This design comes from an exercise in tuning for small area, a short achievable clock period and few clock cycles per item on the open sky130 flow, not from production work.
Function was checked by simulation only, so behaviour that the tests miss may differ from the original.
Power is estimated from default activity; no workload was simulated.

$ cat flow/run.sh
#!/bin/bash
# synth_recipe.tcl (not shown) runs the flow's synth.tcl, then flattens the netlist and writes it again
# the make line also repeats each setting of config.mk as NAME=value (left out here)
make -C /OpenROAD-flow-scripts/flow DESIGN_CONFIG=/design/flow/config.mk WORK_HOME=/design/flow/orfs CLKGATE_MAP_FILE= SYNTH_SCRIPT=/design/flow/synth_recipe.tcl finish
$ cat flow/config.mk
export PLATFORM = sky130hd
export DESIGN_NAME = address_region_dispatch_table
export DESIGN_NICKNAME = address_region_dispatch_table
export VERILOG_FILES = /design/flow/design.v
export SDC_FILE = /design/flow/constraint.sdc
export NUM_CORES = 4
export LEC_CHECK = 0
export CAP_MARGIN = 20
export CORE_MARGIN = 2
export CORE_UTILIZATION = 40
export SLEW_MARGIN = 20
$ cat flow/constraint.sdc
create_clock -name core_clock -period 6.0 [get_ports {clk}]
set_input_delay 1.2000 -clock core_clock [delete_from_list [all_inputs] [get_ports {clk}]]
set_output_delay 1.2000 -clock core_clock [all_outputs]
set_load 0.01 [all_outputs]
$ cat flow/design.v
`timescale 1ns / 1ps
`default_nettype none
package ardt_pkg;
	localparam int ENTRIES    = 16;
	localparam int ADDR_WIDTH = 32;
	localparam int TAG_WIDTH  = 16;
	localparam int SLOT_W     = (ENTRIES > 1) ? $clog2(ENTRIES) : 1;
	localparam int OPCODE_W    = 2;
	localparam int FIELD_ADDR_W = 32;
	localparam int FIELD_LEN_W  = 32;
	localparam int FIELD_TAG_W  = 16;
	localparam int TICKET_W     = 4;
	localparam int STATUS_W     = 2;
	localparam logic [OPCODE_W-1:0] OP_REGISTER   = 2'd0;
	localparam logic [OPCODE_W-1:0] OP_UNREGISTER = 2'd1;
	localparam logic [OPCODE_W-1:0] OP_DISPATCH   = 2'd2;
	typedef enum logic [STATUS_W-1:0] {
		STAT_OK       = 2'd0,
		STAT_MISS     = 2'd1,
		STAT_ZERO_LEN = 2'd2,
		STAT_FULL     = 2'd3
	} ardt_status_t;
	typedef logic [SLOT_W-1:0]     ardt_slot_t;
	typedef logic [ADDR_WIDTH-1:0] ardt_addr_t;
	typedef logic [TAG_WIDTH-1:0]  ardt_tag_t;
	typedef struct packed {
		logic       rd_en;
		ardt_slot_t rd_addr;
		logic       wr_en;
		ardt_slot_t wr_addr;
	} ardt_mem_ctl_t;
	typedef struct packed {
		ardt_status_t           status;
		logic [TICKET_W-1:0]    ticket_out;
		logic [FIELD_TAG_W-1:0] tag_out;
	} ardt_result_t;
	typedef enum logic [2:0] {
		ST_IDLE,
		ST_FIND,
		ST_SCAN,
		ST_UNREG,
		ST_EMIT
	} ardt_state_t;
endpackage
`default_nettype wire
`timescale 1ns / 1ps
`default_nettype none
module ardt_range_cmp (
	input  ardt_pkg::ardt_addr_t fault,
	input  ardt_pkg::ardt_addr_t base,
	input  ardt_pkg::ardt_addr_t len,
	output logic                 hit
);
	ardt_pkg::ardt_addr_t offset;
	assign offset = fault - base;
	assign hit    = offset < len;
endmodule
`default_nettype wire
`timescale 1ns / 1ps
`default_nettype none
module ardt_slot_mem (
	input  logic                    clk,
	input  ardt_pkg::ardt_mem_ctl_t ctl,
	input  ardt_pkg::ardt_addr_t    wr_base,
	input  ardt_pkg::ardt_addr_t    wr_len,
	input  ardt_pkg::ardt_tag_t     wr_tag,
	output ardt_pkg::ardt_addr_t    rd_base,
	output ardt_pkg::ardt_addr_t    rd_len,
	output ardt_pkg::ardt_tag_t     rd_tag
);
	ardt_pkg::ardt_addr_t base_mem [ardt_pkg::ENTRIES];
	ardt_pkg::ardt_addr_t len_mem  [ardt_pkg::ENTRIES];
	ardt_pkg::ardt_tag_t  tag_mem  [ardt_pkg::ENTRIES];
	ardt_pkg::ardt_addr_t rd_base_q;
	ardt_pkg::ardt_addr_t rd_len_q;
	ardt_pkg::ardt_tag_t  rd_tag_q;
	always_ff @(posedge clk) begin
		if (ctl.wr_en) begin
			base_mem[ctl.wr_addr] <= wr_base;
			len_mem[ctl.wr_addr]  <= wr_len;
			tag_mem[ctl.wr_addr]  <= wr_tag;
		end
	end
	always_ff @(posedge clk) begin
		if (ctl.rd_en) begin
			rd_base_q <= base_mem[ctl.rd_addr];
			rd_len_q  <= len_mem[ctl.rd_addr];
			rd_tag_q  <= tag_mem[ctl.rd_addr];
		end
	end
	assign rd_base = rd_base_q;
	assign rd_len  = rd_len_q;
	assign rd_tag  = rd_tag_q;
endmodule
`default_nettype wire
`timescale 1ns / 1ps
`default_nettype none
module ardt_ctrl (
	input  logic                    clk,
	input  logic                    arst_n,
	input  logic                    req_valid,
	output logic                    req_ready,
	input  logic [1:0]              req_opcode,
	input  logic [31:0]             req_address,
	input  logic [31:0]             req_length,
	input  logic [15:0]             req_handler_tag,
	input  logic [3:0]              req_ticket,
	output ardt_pkg::ardt_mem_ctl_t mem_ctl,
	output ardt_pkg::ardt_addr_t    item_addr,
	output ardt_pkg::ardt_addr_t    item_len,
	output ardt_pkg::ardt_tag_t     item_tag,
	input  ardt_pkg::ardt_tag_t     rd_tag,
	input  logic                    range_hit,
	input  logic                    out_free,
	output ardt_pkg::ardt_result_t  res,
	output logic                    res_vld
);
	localparam logic [ardt_pkg::SLOT_W:0] SCAN_END  = ardt_pkg::ENTRIES;
	localparam ardt_pkg::ardt_slot_t      LAST_SLOT = ardt_pkg::ENTRIES - 1;
	ardt_pkg::ardt_state_t        state_q, state_d;
	logic [ardt_pkg::ENTRIES-1:0] valid_q;
	logic [ardt_pkg::SLOT_W:0]    scan_q;
	logic               cmp_pend_s1;
	ardt_pkg::ardt_slot_t         cmp_idx_s1;
	ardt_pkg::ardt_slot_t         unreg_idx_q;
	ardt_pkg::ardt_addr_t         addr_q;
	ardt_pkg::ardt_addr_t         len_q;
	ardt_pkg::ardt_tag_t          tag_q;
	ardt_pkg::ardt_result_t       res_q, res_d;
	logic               res_load;
	ardt_pkg::ardt_slot_t scan_idx;
	ardt_pkg::ardt_slot_t tk_idx;
	ardt_pkg::ardt_addr_t in_len;
	logic       accept;
	logic       tk_in_range;
	logic       unreg_ok;
	logic       free_here;
	logic       find_last;
	logic       scan_more;
	logic       scan_hit;
	logic       scan_miss;
	assign req_ready   = (state_q == ardt_pkg::ST_IDLE);
	assign accept      = req_valid && req_ready;
	assign scan_idx    = scan_q[ardt_pkg::SLOT_W-1:0];
	assign tk_idx      = req_ticket;
	assign in_len      = req_length;
	assign tk_in_range = {28'd0, req_ticket} < ardt_pkg::ENTRIES;
	assign unreg_ok    = tk_in_range && valid_q[tk_idx];
	assign free_here   = !valid_q[scan_idx];
	assign find_last   = (scan_idx == LAST_SLOT);
	assign scan_more   = (scan_q != SCAN_END);
	assign scan_hit    = cmp_pend_s1 && valid_q[cmp_idx_s1] && range_hit;
	assign scan_miss   = cmp_pend_s1 && !scan_hit && (cmp_idx_s1 == LAST_SLOT);
	always_comb begin
		state_d = state_q;
		unique case (state_q)
			ardt_pkg::ST_IDLE: begin
				if (accept) begin
					unique case (req_opcode)
						ardt_pkg::OP_REGISTER:   state_d = (in_len == '0) ? ardt_pkg::ST_EMIT : ardt_pkg::ST_FIND;
						ardt_pkg::OP_UNREGISTER: state_d = unreg_ok ? ardt_pkg::ST_UNREG : ardt_pkg::ST_EMIT;
						ardt_pkg::OP_DISPATCH:   state_d = ardt_pkg::ST_SCAN;
						default:       state_d = ardt_pkg::ST_EMIT;
					endcase
				end
			end
			ardt_pkg::ST_FIND: begin
				if (free_here || find_last) state_d = ardt_pkg::ST_EMIT;
			end
			ardt_pkg::ST_SCAN: begin
				if (scan_hit || scan_miss) state_d = ardt_pkg::ST_EMIT;
			end
			ardt_pkg::ST_UNREG: state_d = ardt_pkg::ST_EMIT;
			ardt_pkg::ST_EMIT: begin
				if (out_free) state_d = ardt_pkg::ST_IDLE;
			end
			default: state_d = ardt_pkg::ST_IDLE;
		endcase
	end
	always_comb begin
		mem_ctl  = '0;
		res_load = 1'b0;
		res_d.status     = ardt_pkg::STAT_MISS;
		res_d.ticket_out = '0;
		res_d.tag_out    = '0;
		res_vld  = 1'b0;
		unique case (state_q)
			ardt_pkg::ST_IDLE: begin
				if (accept) begin
					mem_ctl.rd_en   = (req_opcode == ardt_pkg::OP_UNREGISTER) && unreg_ok;
					mem_ctl.rd_addr = tk_idx;
					res_load        = 1'b1;
					if (req_opcode == ardt_pkg::OP_REGISTER) begin
						res_d.status = ardt_pkg::STAT_ZERO_LEN;
					end else if (req_opcode == ardt_pkg::OP_UNREGISTER) begin
						res_d.ticket_out = req_ticket;
					end
				end
			end
			ardt_pkg::ST_FIND: begin
				mem_ctl.wr_en   = free_here;
				mem_ctl.wr_addr = scan_idx;
				if (free_here) begin
					res_load         = 1'b1;
					res_d.status     = ardt_pkg::STAT_OK;
					res_d.ticket_out = scan_idx;
					res_d.tag_out    = tag_q;
				end else if (find_last) begin
					res_load     = 1'b1;
					res_d.status = ardt_pkg::STAT_FULL;
				end
			end
			ardt_pkg::ST_SCAN: begin
				mem_ctl.rd_en   = scan_more;
				mem_ctl.rd_addr = scan_idx;
				if (scan_hit) begin
					res_load         = 1'b1;
					res_d.status     = ardt_pkg::STAT_OK;
					res_d.ticket_out = cmp_idx_s1;
					res_d.tag_out    = rd_tag;
				end else if (scan_miss) begin
					res_load = 1'b1;
				end
			end
			ardt_pkg::ST_UNREG: begin
				res_load         = 1'b1;
				res_d.status     = ardt_pkg::STAT_OK;
				res_d.ticket_out = unreg_idx_q;
				res_d.tag_out    = rd_tag;
			end
			ardt_pkg::ST_EMIT: res_vld = 1'b1;
			default: res_vld = 1'b0;
		endcase
	end
	always_ff @(posedge clk or negedge arst_n) begin
		if (!arst_n) begin
			state_q     <= ardt_pkg::ST_IDLE;
			valid_q     <= '0;
			scan_q      <= '0;
			cmp_pend_s1 <= 1'b0;
		end else begin
			state_q     <= state_d;
			cmp_pend_s1 <= (state_q == ardt_pkg::ST_SCAN) && scan_more;
			if (state_q == ardt_pkg::ST_FIND && free_here) valid_q[scan_idx] <= 1'b1;
			if (state_q == ardt_pkg::ST_UNREG) valid_q[unreg_idx_q] <= 1'b0;
			if (accept) begin
				scan_q <= '0;
			end else if (state_q == ardt_pkg::ST_FIND || (state_q == ardt_pkg::ST_SCAN && scan_more)) begin
				scan_q <= scan_q + 1'b1;
			end
		end
	end
	always_ff @(posedge clk) begin
		cmp_idx_s1 <= scan_idx;
		if (accept) begin
			addr_q      <= req_address;
			len_q       <= in_len;
			tag_q       <= req_handler_tag;
			unreg_idx_q <= tk_idx;
		end
		if (res_load) res_q <= res_d;
	end
	assign item_addr = addr_q;
	assign item_len  = len_q;
	assign item_tag  = tag_q;
	assign res       = res_q;
endmodule
`default_nettype wire
`timescale 1ns / 1ps
`default_nettype none
module address_region_dispatch_table (
	input  logic        clk,
	input  logic        arst_n,
	input  logic        req_valid,
	output logic        req_ready,
	input  logic [1:0]  req_opcode,
	input  logic [31:0] req_address,
	input  logic [31:0] req_length,
	input  logic [15:0] req_handler_tag,
	input  logic [3:0]  req_ticket,
	output logic        rsp_valid,
	input  logic        rsp_ready,
	output logic [1:0]  rsp_status,
	output logic [3:0]  rsp_ticket_out,
	output logic [15:0] rsp_tag_out
);
	ardt_pkg::ardt_mem_ctl_t mem_ctl;
	ardt_pkg::ardt_addr_t    item_addr;
	ardt_pkg::ardt_addr_t    item_len;
	ardt_pkg::ardt_tag_t     item_tag;
	ardt_pkg::ardt_addr_t    rd_base;
	ardt_pkg::ardt_addr_t    rd_len;
	ardt_pkg::ardt_tag_t     rd_tag;
	logic          range_hit;
	logic          out_free;
	ardt_pkg::ardt_result_t  res;
	logic          res_vld;
	logic          out_vld_q;
	ardt_pkg::ardt_result_t  out_res_q;
	ardt_ctrl u_ctrl (
		.clk       (clk),
		.arst_n    (arst_n),
		.req_valid       (req_valid),
		.req_ready       (req_ready),
		.req_opcode      (req_opcode),
		.req_address     (req_address),
		.req_length      (req_length),
		.req_handler_tag (req_handler_tag),
		.req_ticket      (req_ticket),
		.mem_ctl   (mem_ctl),
		.item_addr (item_addr),
		.item_len  (item_len),
		.item_tag  (item_tag),
		.rd_tag    (rd_tag),
		.range_hit (range_hit),
		.out_free  (out_free),
		.res       (res),
		.res_vld   (res_vld)
	);
	ardt_slot_mem u_slot_mem (
		.clk     (clk),
		.ctl     (mem_ctl),
		.wr_base (item_addr),
		.wr_len  (item_len),
		.wr_tag  (item_tag),
		.rd_base (rd_base),
		.rd_len  (rd_len),
		.rd_tag  (rd_tag)
	);
	ardt_range_cmp u_range_cmp (
		.fault (item_addr),
		.base  (rd_base),
		.len   (rd_len),
		.hit   (range_hit)
	);
	assign out_free = !out_vld_q || rsp_ready;
	always_ff @(posedge clk or negedge arst_n) begin
		if (!arst_n) begin
			out_vld_q <= 1'b0;
		end else if (res_vld && out_free) begin
			out_vld_q <= 1'b1;
		end else if (rsp_ready) begin
			out_vld_q <= 1'b0;
		end
	end
	always_ff @(posedge clk) begin
		if (res_vld && out_free) out_res_q <= res;
	end
	assign rsp_valid      = out_vld_q;
	assign rsp_status     = out_res_q.status;
	assign rsp_ticket_out = out_res_q.ticket_out;
	assign rsp_tag_out    = out_res_q.tag_out;
endmodule
`default_nettype wire
==> run summary <==
[routing by layer]
metal  up-vias  track usage [%]  routed length [µm]
met5         -                0                  20
met4         2             5.19                3300
met3       202             2.87                8240
met2      1011             30.7               72200
met1     18500             27.2               68600
li1      16500                -                   -
[state kept, by name (all words and copies together) (netlist names)]
signal / cells
u_ctrl.addr_q: 32
u_slot_mem.rd_base_q: 32
u_slot_mem.len_mem: 512
u_ctrl.scan_q: 5
u_ctrl.res_q: 22
u_slot_mem.base_mem: 512
u_slot_mem.rd_len_q: 32
u_ctrl.len_q: 32
u_ctrl.tag_q: 16
u_slot_mem.tag_mem: 256
u_slot_mem.rd_tag_q: 16
u_ctrl.state_q: 3
u_ctrl.valid_q: 16
out_vld_q: 1
u_ctrl.unreg_idx_q: 4
u_ctrl.cmp_idx_s1: 4
out_res_q: 22
u_ctrl.cmp_pend_s1: 1
[Yosys cell counts, types with 4 or more instances]
cell type,instances
sky130_fd_sc_hd__o21a_1,4
sky130_fd_sc_hd__mux4_1,6
sky130_fd_sc_hd__buf_2,34
sky130_fd_sc_hd__edfxtp_1,1488
sky130_fd_sc_hd__nand2b_1,8
sky130_fd_sc_hd__or2_2,4
sky130_fd_sc_hd__and4_1,4
sky130_fd_sc_hd__a31oi_1,177
sky130_fd_sc_hd__nor3_1,19
sky130_fd_sc_hd__nor2b_1,10
sky130_fd_sc_hd__and2_0,18
sky130_fd_sc_hd__xor2_1,10
sky130_fd_sc_hd__buf_1,13
sky130_fd_sc_hd__a311oi_1,161
sky130_fd_sc_hd__a22o_1,19
sky130_fd_sc_hd__a21o_1,23
sky130_fd_sc_hd__ha_1,71
sky130_fd_sc_hd__a211oi_1,405
sky130_fd_sc_hd__and2_1,309
sky130_fd_sc_hd__o21ai_0,25
sky130_fd_sc_hd__and3_1,6
sky130_fd_sc_hd__nor4_1,11
sky130_fd_sc_hd__clkbuf_1,234
sky130_fd_sc_hd__a21oi_1,224
sky130_fd_sc_hd__inv_1,78
sky130_fd_sc_hd__dfrtp_1,26
sky130_fd_sc_hd__nor2_1,50
sky130_fd_sc_hd__dfxtp_1,4
sky130_fd_sc_hd__nand4_1,10
sky130_fd_sc_hd__mux4_2,8
sky130_fd_sc_hd__nand3_1,17
sky130_fd_sc_hd__xnor2_1,24
sky130_fd_sc_hd__nand2_1,685
[area by class of cell]
type	instances	share of cell area [%]
sequential	1518	64.8
multi-input combinational	2358	20.9
timing repair buffer	210	3.42
antenna	1	0.00357
clock buffer	192	5.82
clock inverter	87	1.05
tap	2030	3.62
inverter	78	0.421
[cell families (layout without fill, tap and decap cells)]
logic type | after synthesis | after routing | synth area share, %
AO/OA/AOI/OAI | 1073 | 1073 | 12.2
XOR/XNOR | 34 | 34 | 0.486
adder cells (fa/ha/maj) | 72 | 72 | 1.48
buffers and inverters | 364 | 567 | 2.35
flip-flops | 1518 | 1518 | 74.1
multiplexers | 14 | 14 | 0.551
other | 0 | 1 | 0
AND/OR/NAND/NOR | 1165 | 1165 | 8.87
[metrics by stage]
stage / instance area, µm² / instances / total power [W] / hold WS (ns) / setup WS (ns)
2_1_floorplan: 61300 / 4240 / 0.0176 / 0.342 / 0.100
3_3_place_gp: 65300 / 6194 / 0.0197 / 0.408 / 0.601
3_5_place_dp: 65300 / 6194 / 0.0198 / 0.406 / 0.621
4_1_cts: 70100 / 6473 / 0.0290 / 0.419 / 0.596
5_1_grt: 70100 / 6473 / 0.0301 / 0.424 / 0.0945
6_report: 70100 / 6474 / 0.0288 / 0.418 / 0.549
[how the worst max path moves through the flow]
| stage | to |
|---|---|
| finish | u_ctrl.res_q[14] |
| global route | u_ctrl.res_q[14] |
| CTS | u_ctrl.res_q[14] |
| detailed placement | u_ctrl.res_q[15] |
| global placement | u_ctrl.res_q[15] |
| floorplan | u_slot_mem.base_mem[10][0] |
[report_power, final]
group          internal [W]  switching, W
clock network       0.00520       0.00402
registers            0.0128      0.000691
logic               0.00222       0.00387
[critical path, stage by stage, from the launching register on]
cell and delay (ns):
sky130_fd_sc_hd__edfxtp_1 0.60, sky130_fd_sc_hd__inv_1 0.13, sky130_fd_sc_hd__ha_1 0.17, sky130_fd_sc_hd__inv_1 0.05, sky130_fd_sc_hd__fa_1 0.42, sky130_fd_sc_hd__a211oi_1 0.34, sky130_fd_sc_hd__nor4_1 0.09, sky130_fd_sc_hd__or2_1 0.27
sky130_fd_sc_hd__nor2_1 0.20, sky130_fd_sc_hd__o41ai_1 0.17, sky130_fd_sc_hd__a211o_1 0.33, sky130_fd_sc_hd__a21oi_1 0.19, sky130_fd_sc_hd__xnor2_1 0.15, sky130_fd_sc_hd__ha_1 0.26, sky130_fd_sc_hd__a21o_1 0.16, sky130_fd_sc_hd__a21o_1 0.17
sky130_fd_sc_hd__a21oi_1 0.12, sky130_fd_sc_hd__o21ai_0 0.12, sky130_fd_sc_hd__a221oi_2 0.40, sky130_fd_sc_hd__buf_4 0.26, sky130_fd_sc_hd__nor4b_1 0.09, sky130_fd_sc_hd__nor2_2 0.18, sky130_fd_sc_hd__buf_4 0.25
==> implementation parameters <==
Parameter                              Value

Drt
  Iteration count of the initial detailed-routing pass ... 5
  DRC marker count from the first detailed-route iteration ... 3314
  Via count ... 36.2k
  Antenna Violating Nets Remaining ... 0
  Via/cell ratio ... 5.59
  Post-detailed-route DRC marker count ... 0
  Per-cell routed wire length ... 23.5 µm
  DRT Wirelength ... roughly 150000 µm

Logic synthesis
  Most used flip-flop cell after synthesis ... sky130_fd_sc_hd__edfxtp_1
  Cell area after synthesis ... 61300 µm²
  Post-Syn Nets ... approximately 4.4k
  Top-area cell type share of the netlist area ... 72.9%
  Number of enable flip-flop cells after synthesis ... around 1.5k
  Library cells used by synthesis ... 67
  Syn_area_per_cell ... 14.5 µm²
  Number of cells produced by synthesis ... 4240
  Synth area leader ... sky130_fd_sc_hd__edfxtp_1
  Number of register bits inferred by synthesis ... 1518
  Sequential fraction of the synthesis area ... 74.1%
  Yosys warns ... 3
  Leading cell types by total area after synthesis ... sky130_fd_sc_hd__edfxtp_1, sky130_fd_sc_hd__a211oi_1, sky130_fd_sc_hd__nand2_1
  Post-synthesis async set-or-reset flop share ... 1.71%

Floorplanning
  Total number of placement rows ... roughly 140
  Die extent in x ... 396 µm
  Die area ... 156000 µm²
  Die height ... between 300 and 400 µm
  Initial core utilization ... 40.3%
  IO Pins ... 114
  Core ar. ... 152000 µm²

Outcome
  Outcome ... complete, no violations

CTS
  Post_cts resized ... 0
  Clock tree buffer depth ... 3
  Number of buffers inserted to repair setup after CTS ... 0
  Inserted Clock Buffers ... between 150 and 200
  Post-CTS Hold Buffers ... 0
  Clock root cell ... sky130_fd_sc_hd__clkbuf_16
  CTS sink cnt ... around 1.5k
  H-Tree Level Count ... 4
  Worst-Skew Late Latency ... 0.79 ns
  CTS tree ... done
  Clock transition at the registers of the reported paths ... 0.06 ns

Timing
  Max transition margin ... 29.6%
  Setup violation total in the final timing report ... 0
  Min Tclk post-route ... 5.45 ns
  Post-route clock period utilization ... about nine tenths
  Unrepaired setup endpoints after global routing ... no
  Worst-margin pin slew ... 1.05 ns
  Max Clk Rate ... roughly 180 MHz
  Number of failing hold endpoints at the final stage ... 0
  Slew Limit Fails ... 0
  Final worst clock skew ... around 0.025 ns
  Setup total negative slack ... 0 ns

Global routing
  Maximum number of pins on one net before global-route repair ... 152
  Final global-route overflow total ... 0
  Global-route wire length before repair ... 225000 µm
  GRT Total Usage ... between 10% and 20%
  Number of global-route vias before repair ... 34.6k
  Number of antenna violations at the first check in global routing ... 2

Setup path
  Reg-to-Reg Start ... u_ctrl.addr_q[0]
  Setup crit end kind ... flip-flop
  R2R Path End ... u_ctrl.res_q[14]
  Worst-path maximum fanout ... 17
  Required time of the critical path ... approximately 6.5 ns
  CP startpoint kind ... flip-flop
  Startpoint of the worst setup timing path ... u_ctrl.addr_q[0]
  Type of the worst setup path ... reg -> reg
  Number of cell instances on the worst register-to-register path ... 22
  Data arrival time at the worst-slack endpoint ... ~6 ns
  Worst reg2reg setup slack ... 0.55 ns

Final layout
  Share of final-layout standard cells stronger than drive strength 1 ... 7.95%
  Fill cell count ... 13.1k
  Share of the core filled with cells in the final layout ... 46.1%
  Final #Nets ... 4483
  Most used cells in the layout excluding fill and tap cells ... sky130_fd_sc_hd__edfxtp_1, sky130_fd_sc_hd__nand2_1, sky130_fd_sc_hd__a211oi_1
  Most frequent standard cell in the layout excluding fill and tap cells ... sky130_fd_sc_hd__edfxtp_1
  FF/Latch Area ... ~45000 µm²
  Multi-input logic area ... about 15000 µm²
  Signed area change from the synthesized netlist to the final layout ... 14.3%

Place
  Count of input and output buffers ... 113
  Final RePlAce weighted congestion ... ~0.86
  DP HPWL ... 78800 µm

Worst hold path
  Hold path start ... u_ctrl.res_q[14]
  Type of the tightest min-delay check ... reg -> reg
  Depth of the worst hold-timing path ... 0
  Endpoint of the worst hold path ... out_res_q[14]

Power and ir drop
  Static Leakage ... 22.5 nW
  Worst vdd rail ir drop ... 0.000270 V
  Power density over the cells ... 411 nW/µm²

Run
  Number of max-cap violations ... 0
Testbench counts, summed over its fixed seeds: cycles 140,066, items 16,000.

-- static timing again, ports no longer ideal --
How much do the figures lean on ideal ports? The routed layout below was timed once more, with nothing changed but the port constraints.
Step 1 assumes that a clkbuf_16 drives the clock port and a buf_2 every other input.
Step 2 times the ports against the registers' clock, not the clock port: input delays grow and output delays shrink by t, the midpoint of the rising clock arrivals with the driver on.
Three values: no drivers, after step 1, after step 2; two values: the first two.
shift t [ns]: 0.853
slack for setup (ns): 0.549 / 0.549 / 0.549
worst setup path after step 2: register to register
After both steps setup and hold are still met in this run. The setup slack of this run moves by 0.000 ns with the drivers and by 0.000 ns with both steps.
